From an optimization exercise on the open Yosys and OpenROAD flow, aimed at small area and a short achievable clock period; shortcuts taken in it are not production practice.
No functional check of the RTL was part of any run shown here.
Power is estimated from default activity; no workload was simulated.

[flow/flow/run.sh]
#!/bin/bash
# The standard layout (standard.sh), with one change: the port buffers
# that global placement inserts are plain sky130_fd_sc_hd__buf_1 cells
# instead of the delay cells buffer_ports picks by default.
# make's full output goes to standard.log; ORFS keeps each step's log
# under orfs/logs/.
set -euo pipefail
export BUFFER_PORTS_ARGS="-buffer_cell sky130_fd_sc_hd__buf_1"
bash standard.sh > standard.log 2>&1
[flow/design.v]
`timescale 1ns/1ps
`default_nettype none
package rob_cfg_pkg;
    localparam int WAY = 2;
    localparam int ROB_DEPTH    = 16;
    localparam int ROB_ID_WIDTH = 4;
    localparam int ARCH_WIDTH = 5;
    localparam int PRF_WIDTH  = 6;
    localparam int CDB_CHANNELS = 3;
    localparam int FULL_THRESHOLD = 2 * WAY;
    typedef logic [ROB_ID_WIDTH-1:0] rob_id_t;
    typedef logic [ROB_ID_WIDTH:0]   rob_ptr_t;
endpackage
`default_nettype wire
`timescale 1ns/1ps
`default_nettype none
module rob_top (
    input  logic         clk,
    input  logic         rst_n,
    input  logic         alloc_en,
    input  logic [27:0]  alloc_lanes,
    output logic [7:0]   tail_ids,
    input  logic [116:0] cdb,
    output logic [23:0]  commit_lanes,
    output logic         flush,
    output logic [31:0]  redirect_pc,
    output logic         full,
    output logic [1:0]   status
);
    localparam int N    = rob_cfg_pkg::ROB_DEPTH;
    localparam int NP   = N / 2;
    localparam int NCDB = rob_cfg_pkg::CDB_CHANNELS;
    function automatic logic [3:0] inc4(input logic [3:0] x);
        inc4 = {x[3] ^ (x[2] & x[1] & x[0]), x[2] ^ (x[1] & x[0]), x[1] ^ x[0], !x[0]};
    endfunction
    function automatic logic [3:0] dec4(input logic [3:0] x);
        dec4 = {x[3] ^ !(x[2] | x[1] | x[0]), x[2] ^ !(x[1] | x[0]), x[1] ^ !x[0], !x[0]};
    endfunction
    function automatic logic [2:0] inc3(input logic [2:0] x);
        inc3 = {x[2] ^ (x[1] & x[0]), x[1] ^ x[0], !x[0]};
    endfunction
    function automatic logic lt4(input logic [3:0] a, input logic [3:0] b);
        logic [3:0] g, p;
        g = ~a & b;
        p = ~a | b;
        lt4 = g[3] || (p[3] && g[2]) || (p[3] && p[2] && g[1]) || (p[3] && p[2] && p[1] && g[0]);
    endfunction
    logic [N-1:0]  st_a, st_b;
    logic [10:0]   e_d [N];     
    logic [3:0]  head;
    logic [N-1:0] hoh;          
    logic [2:0]  tail3;         
    logic [3:0]  occ;           
    logic        full_r, empty_r;
    logic        c0_r, c1_r, flush_r;
    logic [10:0] l0_r, l1_r;
    logic        mp_v;          
    logic [3:0]  mp_id;         
    logic [31:0] mp_pc;
    assign tail_ids     = {tail3, 1'b1, tail3, 1'b0};
    assign full         = full_r;
    assign status       = {full_r, empty_r};
    assign flush        = flush_r;
    assign redirect_pc  = mp_pc;
    assign commit_lanes = {c1_r, l1_r, c0_r, l0_r};
    logic [NCDB-1:0]       cv, ctk;
    logic [NCDB-1:0][3:0]  cid;
    logic [NCDB-1:0][31:0] cpc;
    logic [1:0]            la, lb, ldai;
    logic [1:0][10:0]      ld;
    always_comb begin
        for (int c = 0; c < NCDB; c++) begin
            cv[c]  = cdb[c*39 + 38];
            cid[c] = cdb[c*39 + 34 +: 4];
            ctk[c] = cdb[c*39 + 32];
            cpc[c] = cdb[c*39 +: 32];
        end
        for (int l = 0; l < 2; l++) begin
            ld[l]   = alloc_lanes[l*14 + 3 +: 11];
            ldai[l] = alloc_lanes[l*14 + 2];
            la[l] = !alloc_lanes[l*14 + 2] && (!alloc_lanes[l*14 + 1] ||  alloc_lanes[l*14 + 0]);
            lb[l] = !alloc_lanes[l*14 + 2] && (!alloc_lanes[l*14 + 1] || !alloc_lanes[l*14 + 0]);
        end
    end
    logic         clr, acc;
    logic [N-1:0] hnoh;
    logic [3:0] hn, hn1, k, k_in;
    logic       k0, k1, kge2, kge11, kge13;
    assign clr  = !rst_n || flush_r;
    assign acc  = alloc_en && !full_r;
    assign hn   = c1_r ? inc4(inc4(head)) : c0_r ? inc4(head) : head;
    assign hn1  = inc4(hn);
    assign hnoh = c1_r ? {hoh[N-3:0], hoh[N-1:N-2]} : c0_r ? {hoh[N-2:0], hoh[N-1]} : hoh;
    assign k    = c1_r ? dec4(dec4(occ)) : c0_r ? dec4(occ) : occ;
    assign k0    = (k == 4'd0);
    assign k1    = (k == 4'd1);
    assign kge2  = k[3] || k[2] || k[1];
    assign kge11 = k[3] && (k[2] || (k[1] && k[0]));
    assign kge13 = k[3] && k[2] && (k[1] || k[0]);
    assign k_in  = {k[3] ^ (k[2] & k[1]), k[2] ^ k[1], !k[1], k[0]};    
    always_ff @(posedge clk) begin
        if (clr) begin
            head    <= '0;
            hoh     <= N'(1);
            tail3   <= '0;
            occ     <= '0;
            full_r  <= 1'b0;
            empty_r <= 1'b1;
        end else begin
            head    <= hn;
            hoh     <= hnoh;
            tail3   <= acc ? inc3(tail3) : tail3;
            occ     <= acc ? k_in : k;
            full_r  <= acc ? kge11 : kge13;
            empty_r <= !acc && k0;
        end
    end
    logic [NCDB-1:0][N-1:0] cdec;
    logic [N-1:0]           hit;
    always_comb begin
        for (int c = 0; c < NCDB; c++)
            for (int i = 0; i < N; i++)
                cdec[c][i] = cv[c] && (cid[c] == 4'(i));
        hit = cdec[0] | cdec[1] | cdec[2];
    end
    always_ff @(posedge clk) begin
        for (int i = 0; i < N; i++) begin
            if (tail3 == 3'(i / 2)) e_d[i] <= ld[i%2];
            if (hit[i]) begin
                st_a[i] <= 1'b0;
                st_b[i] <= 1'b0;
            end else if (tail3 == 3'(i / 2)) begin
                st_a[i] <= la[i%2];
                st_b[i] <= lb[i%2];
            end
        end
    end
    logic [10:0] dev, dod, ds0, ds1;
    logic        aev, bev, aod, bod, sa0, sb0, sa1, sb1;
    logic        hit0, hit1, cmis0, cmis1;
    logic        rdy0, rdy1, live0, live1, mis0, mis1, c0_n, c1_n;
    logic [NP-1:0] poh, peh;
    always_comb begin
        for (int p = 0; p < NP; p++) begin
            poh[p] = hnoh[2*p] | hnoh[2*p+1];
            peh[p] = hnoh[2*p] | hnoh[(2*p+N-1)%N];
        end
        dev = '0; dod = '0; aev = 1'b0; bev = 1'b0; aod = 1'b0; bod = 1'b0;
        for (int p = 0; p < NP; p++) begin
            dev = dev | (e_d[2*p]   & {11{peh[p]}});
            dod = dod | (e_d[2*p+1] & {11{poh[p]}});
            aev = aev | (st_a[2*p]   && peh[p]);
            bev = bev | (st_b[2*p]   && peh[p]);
            aod = aod | (st_a[2*p+1] && poh[p]);
            bod = bod | (st_b[2*p+1] && poh[p]);
        end
    end
    assign ds0 = hn[0] ? dod : dev;
    assign ds1 = hn[0] ? dev : dod;
    assign sa0 = hn[0] ? aod : aev;
    assign sb0 = hn[0] ? bod : bev;
    assign sa1 = hn[0] ? aev : aod;
    assign sb1 = hn[0] ? bev : bod;
    always_comb begin
        hit0 = 1'b0; hit1 = 1'b0; cmis0 = 1'b0; cmis1 = 1'b0;
        for (int c = 0; c < NCDB; c++) begin
            if (cv[c] && (cid[c] == hn)) begin
                hit0  = 1'b1;
                cmis0 = cmis0 || (ctk[c] ? (!sa0 && sb0) : (sa0 && !sb0));
            end
            if (cv[c] && (cid[c] == hn1)) begin
                hit1  = 1'b1;
                cmis1 = cmis1 || (ctk[c] ? (!sa1 && sb1) : (sa1 && !sb1));
            end
        end
    end
    assign live0 = !k0 || acc;
    assign live1 = kge2 || acc;
    assign rdy0  = !k0 ? ((!sa0 && !sb0) || hit0) : ldai[0];
    assign rdy1  = kge2 ? ((!sa1 && !sb1) || hit1) : k1 ? ldai[0] : ldai[1];
    assign mis0  = !k0 && ((mp_v && (mp_id == hn))  || cmis0);
    assign mis1  = kge2 && ((mp_v && (mp_id == hn1)) || cmis1);
    assign c0_n  = !clr && live0 && rdy0;
    assign c1_n  = c0_n && !mis0 && live1 && rdy1;
    always_ff @(posedge clk) begin
        c0_r    <= c0_n;
        c1_r    <= c1_n;
        flush_r <= c0_n && (mis0 || (live1 && rdy1 && mis1));
        l0_r    <= !k0 ? ds0 : ld[0];
        l1_r    <= kge2 ? ds1 : k1 ? ld[0] : ld[1];
    end
    logic [NCDB-1:0] cmis, cmist, cmisn, cwrap, cbeat, csel;
    logic [NCDB-1:0][NCDB-1:0] cold;    
    logic            hwrap;
    logic [NCDB-1:0] cltm;
    logic [3:0][3:0] cgt, cgn;
    assign hwrap = lt4(mp_id, head);
    always_comb begin
        for (int c = 0; c < NCDB; c++) begin
            for (int g = 0; g < 4; g++) begin
                cgt[g] = (~st_a[4*g +: 4]) >> cid[c][1:0];
                cgn[g] = (~st_b[4*g +: 4]) >> cid[c][1:0];
            end
            cmist[c] = cv[c] && cgt[cid[c][3:2]][0];
            cmisn[c] = cv[c] && cgn[cid[c][3:2]][0];
            cmis[c]  = ctk[c] ? cmist[c] : cmisn[c];
            cwrap[c] = lt4(cid[c], head);
            cltm[c]  = lt4(cid[c], mp_id);
            cbeat[c] = !mp_v || (cwrap[c] ? (hwrap && cltm[c]) : (hwrap || cltm[c]));
        end
        for (int c = 0; c < NCDB; c++)
            for (int d = 0; d < NCDB; d++)
                cold[c][d] = cwrap[c] ? (cwrap[d] && lt4(cid[c], cid[d])) : (cwrap[d] || lt4(cid[c], cid[d]));
        for (int c = 0; c < NCDB; c++) begin
            csel[c] = cmis[c] && cbeat[c];
            for (int d = 0; d < NCDB; d++)
                if (d != c) csel[c] = csel[c] && (!cmis[d] || cold[c][d]);
        end
    end
    always_ff @(posedge clk) begin
        if (clr) mp_v <= 1'b0;
        else     mp_v <= mp_v || (|cmis);
        if (|csel) begin
            mp_pc <= ({32{csel[0]}} & cpc[0]) | ({32{csel[1]}} & cpc[1]) | ({32{csel[2]}} & cpc[2]);
            mp_id <= ({4{csel[0]}} & cid[0]) | ({4{csel[1]}} & cid[1]) | ({4{csel[2]}} & cid[2]);
        end
    end
endmodule
`default_nettype wire
[flow/constraint.sdc]
create_clock -name core_clock -period 7.0 [get_ports {clk}]
set_input_delay 1.4000 -clock core_clock [delete_from_list [all_inputs] [get_ports {clk}]]
set_output_delay 1.4000 -clock core_clock [all_outputs]
set_load 0.01 [all_outputs]
[flow/standard.sh]
#!/bin/bash
# synth_recipe.tcl (not shown) runs the flow's synth.tcl, then flattens the netlist and writes it again
# the make line also repeats each setting of config.mk as NAME=value (left out here)
make -C /OpenROAD-flow-scripts/flow DESIGN_CONFIG=/design/flow/config.mk WORK_HOME=/design/flow/orfs CLKGATE_MAP_FILE= SYNTH_SCRIPT=/design/flow/synth_recipe.tcl "${@:-finish}"
[flow/config.mk]
export PLATFORM = sky130hd
export DESIGN_NAME = rob_top
export DESIGN_NICKNAME = rob_top
export VERILOG_FILES = /design/flow/design.v
export SDC_FILE = /design/flow/constraint.sdc
export NUM_CORES = 4
export LEC_CHECK = 0
export ABC_AREA = 1
export CAP_MARGIN = 20
export CORE_MARGIN = 2
export CORE_UTILIZATION = 40
export CTS_CLUSTER_DIAMETER = 80
export CTS_CLUSTER_SIZE = 30
export PLACE_DENSITY = 0.6
export SETUP_SLACK_MARGIN = 3.8
export SLEW_MARGIN = 20
==> results of run 1 <==
[cells by family after synthesis]
logic type,count (synthesis)
other,2
DFF,299
adders and majority gates,13
and+or+nand+nor,944
AOI/OAI and AO/OA,316
buffers and inverters,207
xor gates and xnor gates,17
[layer usage]
layer / GRT usage, % / vias up
met5: 0 / -
met4: 7.41 / 0
li1: - / 6670
met1: 32.8 / 6666
met2: 42.2 / 647
met3: 3.48 / 120
[power by group through the flow]
stage | Combinational [W] | Sequential (W) | Clock (W)
finish | 0.00343 | 0.00266 | 0.00130
global route | 0.00377 | 0.00270 | 0.00139
CTS | 0.00331 | 0.00265 | 0.00132
detailed placement | 0.00309 | 0.00268 | 0
global placement | 0.00306 | 0.00267 | 0
floorplan | 0.00213 | 0.00267 | 0
[registers in the layout (all words and copies together) (netlist names), 11 cells and up]
name	flops
e_d	176
hoh	16
l0_r	11
l1_r	11
mp_pc	32
st_a	16
st_b	16
[worst max-delay path: stages]
cell        delay, ns
buf_12           0.12
clkinvlp_4       0.09
nor2_2           0.04
inv_2            0.14
a21oi_1          0.05
o21ai_1          0.07
nand4_1          0.20
a21oi_4          0.29
nand2_2          0.09
nor2_2           0.10
nand2_2          0.07
a21oi_4          0.15
buf_12           0.12
nand3b_1         0.14
buf_6            0.15
clkbuf_16        0.16
[how the worst max path moves through the flow]
stage,end,slack [ns],from,cells past startpoint
2_1_floorplan,mp_id[0],2.97,cdb[36],13
3_3_place_gp,mp_pc[13],1.68,cdb[71],14
3_5_place_dp,mp_pc[19],1.64,cdb[71],14
4_1_cts,mp_pc[11],3.81,cdb[37],13
5_1_grt,mp_pc[0],3.72,cdb[75],15
6_report,mp_pc[23],3.83,cdb[74],16
[cell type report]
class	instances	area, µm²
diodes	3	7.51
clock buffers	26	554
clock inverters	10	154
fillers	3571	19500
inverters	117	492
multi-input cells	1296	6750
flip-flops and latches	299	8110
well taps	511	639
repair buffers	266	1580
repair inverters	1	5.00
[layout by cell type, fill, tap and decap left out, types with 40 or more instances in the layout]
cell      instances
edfxtp_1        212
nand4_1          88
nand3_1         120
buf_4            43
buf_1           196
o21ai_1          40
nor2_1          131
nand2_1         487
o21ai_0          71
inv_1            83
a21oi_1          88
dfxtp_1          84
[timing repair]
action,CTS,global route
resized for setup,96,77
buffers inserted,22,12
setup endpoints to repair,96,79
pin swaps,15,24
cloned,9,4
[metrics by stage]
stage	setup WS [ns]	total power, W
6_report	3.83	0.00738
5_1_grt	3.72	0.00786
4_1_cts	3.81	0.00728
3_5_place_dp	1.64	0.00577
3_3_place_gp	1.68	0.00573
2_1_floorplan	2.97	0.00479
==> summary.md, run 1 <==
| Metric | Value |
|---|---|
| Hold endpoint | st_a[10] |
| Final instance area | 18300 µm² |
| Flop-to-flop setup slack | 4.17 ns |
| R2r startpoint | c1_r |
| Clock Sinks | 299 |
| Initial Util | 40.8% |
| Post-synthesis adder-cell area fraction | 1.04% |
| Number of hold buffers added after CTS | 0 |
| Top-count cell post-synth | nand2_1 |
| Period minus WS final | 3.17 ns |
| CTS tree | yes |
| Sw power | 0.00327 W |
| Worst Hold Class | flip-flop to flip-flop |
| Top cells by count, synth | nand2_1, edfxtp_1, nor2_1, nand3_1, inv_1 |
| GR Util All Layers | 24.8% |
| Post-synth cell types | 56 |
| VDD IR-drop max | 0.266 mV |
| Share of layout cells above drive strength 1 | 12.1% |
| Synth async-reset ratio | 0% |
| Top FF cell, synth | edfxtp_1 |
| #FFs+latches synth | 299 |
| DRC | 0 |
| Max-cap viol count | 0 |
| FF-to-FF path depth | 16 |
| Seq/Total Area, Yosys | 52.6% |
| Setup CP Type | primary input to flip-flop |
| Post-route non-filler standard cell count | 2529 |
| Post-synthesis mux area share | 0% |
| Final Max Tran Viols | 0 |
| Post-Syn Area | 15400 µm² |
| PwrDens | 403 nW/µm² |
| Grt ovf | 0 |
| DRT iter0 DRCs | 1498 |
| Nets@finish | 2161 |
| Hold WS | 0.496 ns |
| Reg power frac | 36.0% |
| Post-synth EDFFs | 212 |
| Wl on met1 | 21.1 mm |
| Number of global-route vias before repair | 12900 |
| Switching Share | 44.4% |
| Area contributors post-synth | edfxtp_1, nand2_1, dfxtp_1 |
| Setup violations, final | 0 |
| Worst slew margin | 47.9% |
| Crit end category | flip-flop |
| Cells after synthesis | 1798 |
| Routed WL | 51.7 mm |
| Root Driver | clkbuf_16 |
| Fin crit share | 45.3% |
| DR vias/cell | 5.58 |
| Crit path required time | 7.23 ns |
| Clock skew | 0.0602 ns |
| Die X | 200 µm |
| Core area | 37800 µm² |
| Worst R2R End | flush_r |
| Post-synthesis compound-gate area fraction | 12.7% |
| Syn Area/Cell | 8.57 µm² |
| Via count | 14100 |
| Leakage | 7.03 nW |
| Synthesized-area fraction occupied by and/or/nand/nor cells | 26.7% |
| Metal2 WL | 24.7 mm |
| WL/cell | 20.4 µm |
| Critical Path AT | 3.40 ns |
| Total number of H-tree levels | 1 |
| Post-DP HPWL | 33.9 mm |
| Uppermost layer routed | met4 |
| Clk slew on worst S/H paths | 0.11 ns |
| First-pass GRT wire length | 77.7 mm |
| Cell Int Power | 0.00410 W |
| Setup TNS Final | 0 ns |
| Layout Utilization | 48.5% |
| Die height | 200 µm |
| Met3 routed WL | 4.26 mm |
| Clock buffer count from CTS | 20 |
| Placed Cells | 2443 |
| Placed inst area | 16500 µm² |
| Status | finished clean |
| WHS Path Cells | 2 |
| Max Root-Sink Buffers | 3 |
| Clock power frac | 17.6% |
| Post-synth net total | 1958 |
| Ys Warns | 2 |
| Largest area contributor in the netlist | edfxtp_1 |
| Initial DRT Pass Iterations | 8 |
| RSZ-0062 raised after global routing | true |
| Die area | 40100 µm² |
| XOR/XNOR share of the synthesized area | 0.967% |
| I/O pin count | 216 |
| Area share of the largest cell type after synthesis | 41.3% |
| I/O Buffers | 210 |
| Largest net degree at the start of global routing | 39 |
| Actual slew at the worst max-slew pin | 0.780 ns |
| Routed Antenna Nets | 0 |
| Max frequency | 316 MHz |
| CP Launch Type | primary input |
| Critical path peak fanout | 8 |
| Cell Rows | 71 |
| Initial antenna violation count | 2 |
| Worst skew pair latency | 0.56 ns |
| RePlAce Congestion | 0.961 |
| Largest family of logic cells by synthesized area | simple AND/OR/NAND/NOR gates |
| Final hold violation count | 0 |
| Combinational share of power | 46.4% |
| Hold Startpoint | st_a[10] |
| Area grow syn2layout | 18.8% |
==> run 2: changes to the inputs <==
--- a/flow/design.v
+++ b/flow/design.v
@@ -42,6 +42,8 @@
     function automatic logic lt4(input logic [3:0] a, input logic [3:0] b);
-        logic [3:0] g, p;
-        g = ~a & b;
-        p = ~a | b;
-        lt4 = g[3] || (p[3] && g[2]) || (p[3] && p[2] && g[1]) || (p[3] && p[2] && p[1] && g[0]);
+        logic [3:0] e;
+        e = ~(a ^ b);
+        lt4 = (!a[3] && b[3])
+            || (e[3] && !a[2] && b[2])
+            || (e[3] && e[2] && !a[1] && b[1])
+            || (e[3] && e[2] && e[1] && !a[0] && b[0]);
     endfunction
@@ -191,7 +193,4 @@
     end
-    logic [NCDB-1:0] cmis, cmist, cmisn, cwrap, cbeat, csel;
-    logic [NCDB-1:0][NCDB-1:0] cold;    
+    logic [NCDB-1:0] cmis, cwrap, cbeat, csel;
     logic            hwrap;
-    logic [NCDB-1:0] cltm;
-    logic [3:0][3:0] cgt, cgn;
     assign hwrap = lt4(mp_id, head);
@@ -199,16 +198,6 @@
         for (int c = 0; c < NCDB; c++) begin
-            for (int g = 0; g < 4; g++) begin
-                cgt[g] = (~st_a[4*g +: 4]) >> cid[c][1:0];
-                cgn[g] = (~st_b[4*g +: 4]) >> cid[c][1:0];
-            end
-            cmist[c] = cv[c] && cgt[cid[c][3:2]][0];
-            cmisn[c] = cv[c] && cgn[cid[c][3:2]][0];
-            cmis[c]  = ctk[c] ? cmist[c] : cmisn[c];
+            cmis[c]  = |(cdec[c] & (ctk[c] ? ~st_a : ~st_b));
             cwrap[c] = lt4(cid[c], head);
-            cltm[c]  = lt4(cid[c], mp_id);
-            cbeat[c] = !mp_v || (cwrap[c] ? (hwrap && cltm[c]) : (hwrap || cltm[c]));
-        end
-        for (int c = 0; c < NCDB; c++)
-            for (int d = 0; d < NCDB; d++)
-                cold[c][d] = cwrap[c] ? (cwrap[d] && lt4(cid[c], cid[d])) : (cwrap[d] || lt4(cid[c], cid[d]));
+            cbeat[c] = !mp_v || (lt4(cid[c], mp_id) ^ cwrap[c] ^ hwrap);
+        end
         for (int c = 0; c < NCDB; c++) begin
@@ -216,3 +205,4 @@
             for (int d = 0; d < NCDB; d++)
-                if (d != c) csel[c] = csel[c] && (!cmis[d] || cold[c][d]);
+                if (d != c)
+                    csel[c] = csel[c] && (!cmis[d] || (lt4(cid[c], cid[d]) ^ cwrap[c] ^ cwrap[d]));
         end
--- a/flow/config.mk
+++ b/flow/config.mk
@@ -14,3 +14,3 @@
 export PLACE_DENSITY = 0.6
-export SETUP_SLACK_MARGIN = 3.8
+export SETUP_SLACK_MARGIN = 3.6
 export SLEW_MARGIN = 20
==> summary.md, run 2 <==
| Metric | Value |
|---|---|
| Reg power frac | 35.6% (-0.4 points) |
| M3 GR Usage | 3.41% (-0.073 points) |
| Routed WL | 48.9 mm (-5.4%) |
| Switching Share | 45.3% (+0.95 points) |
| Post-Syn Area | 15400 µm² (+0.28%) |
| Design Power | 0.00750 W (+1.6%) |
| Commonest non-fill, non-tap cell in the layout | nand2_1 |
| Flop-to-flop setup slack | 3.85 ns (-0.32 ns) |
| Cell Int Power | 0.00410 W (-0.11%) |
| FF-to-FF path depth | 15 (-1) |
| Seq/Total Area, Yosys | 52.5% (-0.15 points) |
| CTS tree | yes |
| Area share of the largest cell type after synthesis | 41.2% (-0.12 points) |
| VDD IR-drop max | 0.212 mV (-20%) |
| Sw power | 0.00340 W (+3.8%) |
| Crit path required time | 7.29 ns (+0.06 ns) |
| Setup violations, final | 0 (unchanged) |
| Top-count cell post-synth | nand2_1 |
| I/O pin count | 216 (unchanged) |
| Most frequent cells in the layout | nand2_1, edfxtp_1, buf_1 |
| Clock power frac | 15.2% (-2.4 points) |
| Initial Util | 40.8% (about the same) |
| Via count | 13600 (-3.3%) |
| Critical path peak fanout | 10 (+2) |
| PwrDens | 419 nW/µm² (+3.9%) |
| DR vias/cell | 5.35 (-4.0%) |
| Core area | 37800 µm² (+0.24%) |
| Largest net degree at the start of global routing | 39 (unchanged) |
| Initial DRT Pass Iterations | 6 (-2) |
| Largest area contributor in the netlist | edfxtp_1 |
| Die height | 201 µm (+0.14%) |
| Clock Sinks | 299 (unchanged) |
| Met2 usage | 39.0% (-3.2 points) |
| Die X | 201 µm (+0.14%) |
| Clk slew on worst S/H paths | 0.11 ns (about the same) |
| Post-synth net total | 1990 (+1.6%) |
| Setup CP Type | primary input to flip-flop |
| Worst skew pair latency | 0.53 ns (-0.03 ns) |
| Worst slew margin | 36.3% (-12 points) |
| Ys Warns | 2 (unchanged) |
| Root Driver | clkbuf_16 |
| Top flop regs | e_d (176), mp_pc (32) |
| Routed Antenna Nets | 0 (unchanged) |
| Final Max Tran Viols | 0 (unchanged) |
| #FFs+latches synth | 299 (unchanged) |
| Worst Hold Class | flip-flop to flip-flop |
| Cells after synthesis | 1817 (+1.1%) |
| Critical Path AT | 3.65 ns (+0.25 ns) |
| GR peak layer | met2 |
| Leakage | 7.10 nW (+1.0%) |
| CP Launch Type | primary input |
| Met1 global-route usage | 31.0% (-1.8 points) |
| Max-cap viol count | 0 (unchanged) |
| Grt ovf | 0 (unchanged) |
| Actual slew at the worst max-slew pin | 0.943 ns (+0.163 ns) |
| I/O Buffers | 210 (unchanged) |
| Sequential cell area | 8110 µm² (about the same) |
| Status | finished clean |
| Share of layout cells above drive strength 1 | 10.0% (-2.1 points) |
| Period minus WS final | 3.35 ns (+0.186 ns) |
| DRC | 0 (unchanged) |
| RePlAce Congestion | 0.871 (-9.3%) |
| Fill cell count | 3681 (+3.1%) |
| Number of global-route vias before repair | 12800 (-0.70%) |
| First-pass GRT wire length | 73.4 mm (-5.5%) |
| GR Util All Layers | 23.3% (-1.5 points) |
| Cell Rows | 71 (unchanged) |
| Clock buffer count from CTS | 17 (-15%) |
| WL/cell | 19.2 µm (-6.1%) |
| Max frequency | 298 MHz (-5.5%) |
| Fin crit share | 47.9% (+2.7 points) |
| Post-DP HPWL | 32.9 mm (-3.2%) |
| Max Root-Sink Buffers | 3 (unchanged) |
| Area grow syn2layout | 15.9% |
| Area contributors post-synth | edfxtp_1, nand2_1, dfxtp_1 |
| Initial antenna violation count | 5 (+3) |
| WHS Path Cells | 2 (unchanged) |
| Max reg flops | 176 (unchanged) |
| Syn Area/Cell | 8.50 µm² (-0.76%) |
| Largest Register | e_d |
| Nets@finish | 2199 (+1.8%) |
| Clock skew | 0.0353 ns (-0.0249 ns) |
| RSZ-0062 raised after global routing | false |
| Post-synth cell types | 53 (-5.4%) |
| R2r startpoint | occ[0] |
| Top FF cell, synth | edfxtp_1 |
| Worst R2R End | c1_r |
| Multi-input logic area | 6770 µm² (+0.32%) |
| Top cells by count, synth | nand2_1, edfxtp_1, nand3_1, nor2_1, inv_1 |
| DRT iter0 DRCs | 1119 (-25%) |
| Hold endpoint | st_b[6] |
| Die area | 40200 µm² (+0.28%) |
| Total number of H-tree levels | 1 (unchanged) |
| Setup TNS Final | 0 ns (unchanged) |
| Combinational share of power | 49.2% (+2.8 points) |
| Crit end category | flip-flop |
| Synth async-reset ratio | 0% (unchanged) |
| Post-synth EDFFs | 212 (unchanged) |
| Final hold violation count | 0 (unchanged) |
| Hold Startpoint | st_b[6] |
run 2: worst max-delay path, cell delays in order:
cell	delay (ns)
buf_2	0.18
inv_2	0.15
nand2_2	0.09
nor2_1	0.35
nand2_1	0.16
o21ai_1	0.16
nor4_1	0.08
nand2_1	0.21
nand3_2	0.14
nand2_4	0.12
nor2_8	0.05
nor2_4	0.23
o21ai_4	0.15
clkbuf_16	0.18
run 2: layout make-up:
type,instances,area share [%]
sequential,299,45.3
multi-input combinational,1338,37.8
timing repair buffer,259,7.56
tap,511,3.57
clock buffer,20,2.44
inverter,110,2.43
clock inverter,10,0.831
timing repair inverter,1,0.0279
antenna,1,0.0140
run 2: metal layers:
| metal | vias to the layer above | wire, µm |
|---|---|---|
| li1 | 6581 | - |
| met1 | 6470 | 21100 |
| met2 | 491 | 22900 |
| met3 | 92 | 3120 |
| met4 | 8 | 1710 |
| met5 | - | 57 |
run 2: repair_timing:
item	CTS	global route
buffers inserted	19	16
setup endpoints to repair	92	91
cloned	5	2
gates resized for setup	42	48
hold buffers	0	0
pin swaps	12	22
run 2: how the worst max path moves through the flow:
stage                      to  cells past startpoint     from
global route        mp_pc[12]                     16  cdb[37]
global placement    mp_pc[12]                     11  cdb[32]
floorplan            mp_id[0]                     13  cdb[76]
finish               mp_pc[3]                     14  cdb[35]
CTS                  mp_pc[3]                     16  cdb[37]
detailed placement   mp_pc[6]                     11  cdb[32]
run 2: cells by family (layout without fill, tap and decap cells):
family,Yosys count,count (layout),synth area share (%)
muxes,6,6,0.389
and+or+nand+nor,1040,1043,28.5
DFF,299,299,52.5
adders and majority gates,25,25,2.03
AOI/OAI and AO/OA,248,250,10.2
xor gates and xnor gates,12,12,0.680
other,2,3,0.0486
buffers and inverters,185,400,5.66
run 2: power groups by stage:
stage	registers (W)	clock network (W)	logic [W]
final	0.00267	0.00114	0.00369
after global routing	0.00271	0.00122	0.00405
after CTS	0.00266	0.00116	0.00354
after detailed placement	0.00270	0	0.00329
after global placement	0.00269	0	0.00324
after floorplan	0.00270	0	0.00222
run 2: through the flow:
stage | utilization (%) | hold slack [ns] | cells | setup slack (ns) | cell area, µm²
2_1_floorplan | - | 0.452 | 1817 | 3.30 | 15500
3_3_place_gp | 43.7 | 0.471 | 2475 | 1.98 | 16500
3_5_place_dp | 43.7 | 0.488 | 2476 | 1.95 | 16500
4_1_cts | 46.3 | 0.505 | 2530 | 3.60 | 17500
5_1_grt | 47.3 | 0.535 | 2548 | 3.59 | 17900
6_report | 47.3 | 0.505 | 2549 | 3.65 | 17900

==> static timing again, ports no longer ideal <==
In the flow no input, the clock included, has a driving cell. The finished layouts below were timed again as built, in two steps. Step 1: set_driving_cell puts a clkbuf_16 on clk and a buf_2 on each other input, an assumption about the parent block. Step 2 also shifts input and output timing later by t, the mid clock arrival at the registers, as if the neighbouring blocks saw the same clock. a / b / c = ideal / step 1 / step 2; a / b = the first two.
run	shift t [ns]	setup slack, ns	hold WS [ns]	slew at the worst register clock pin (ns)	pins driven straight from the clock port
run 1	0.589	3.832 / 3.732 / 3.144	0.496 / 0.496 / 0.496	0.11 / 0.11	1
run 2	0.568	3.646 / 3.637 / 3.070	0.505 / 0.505 / 0.505	0.11 / 0.11	1
After both steps every run listed still meets setup and hold. For run 1, which loses most, drivers alone change the setup slack by -0.100 ns; drivers and shift together by -0.688 ns.
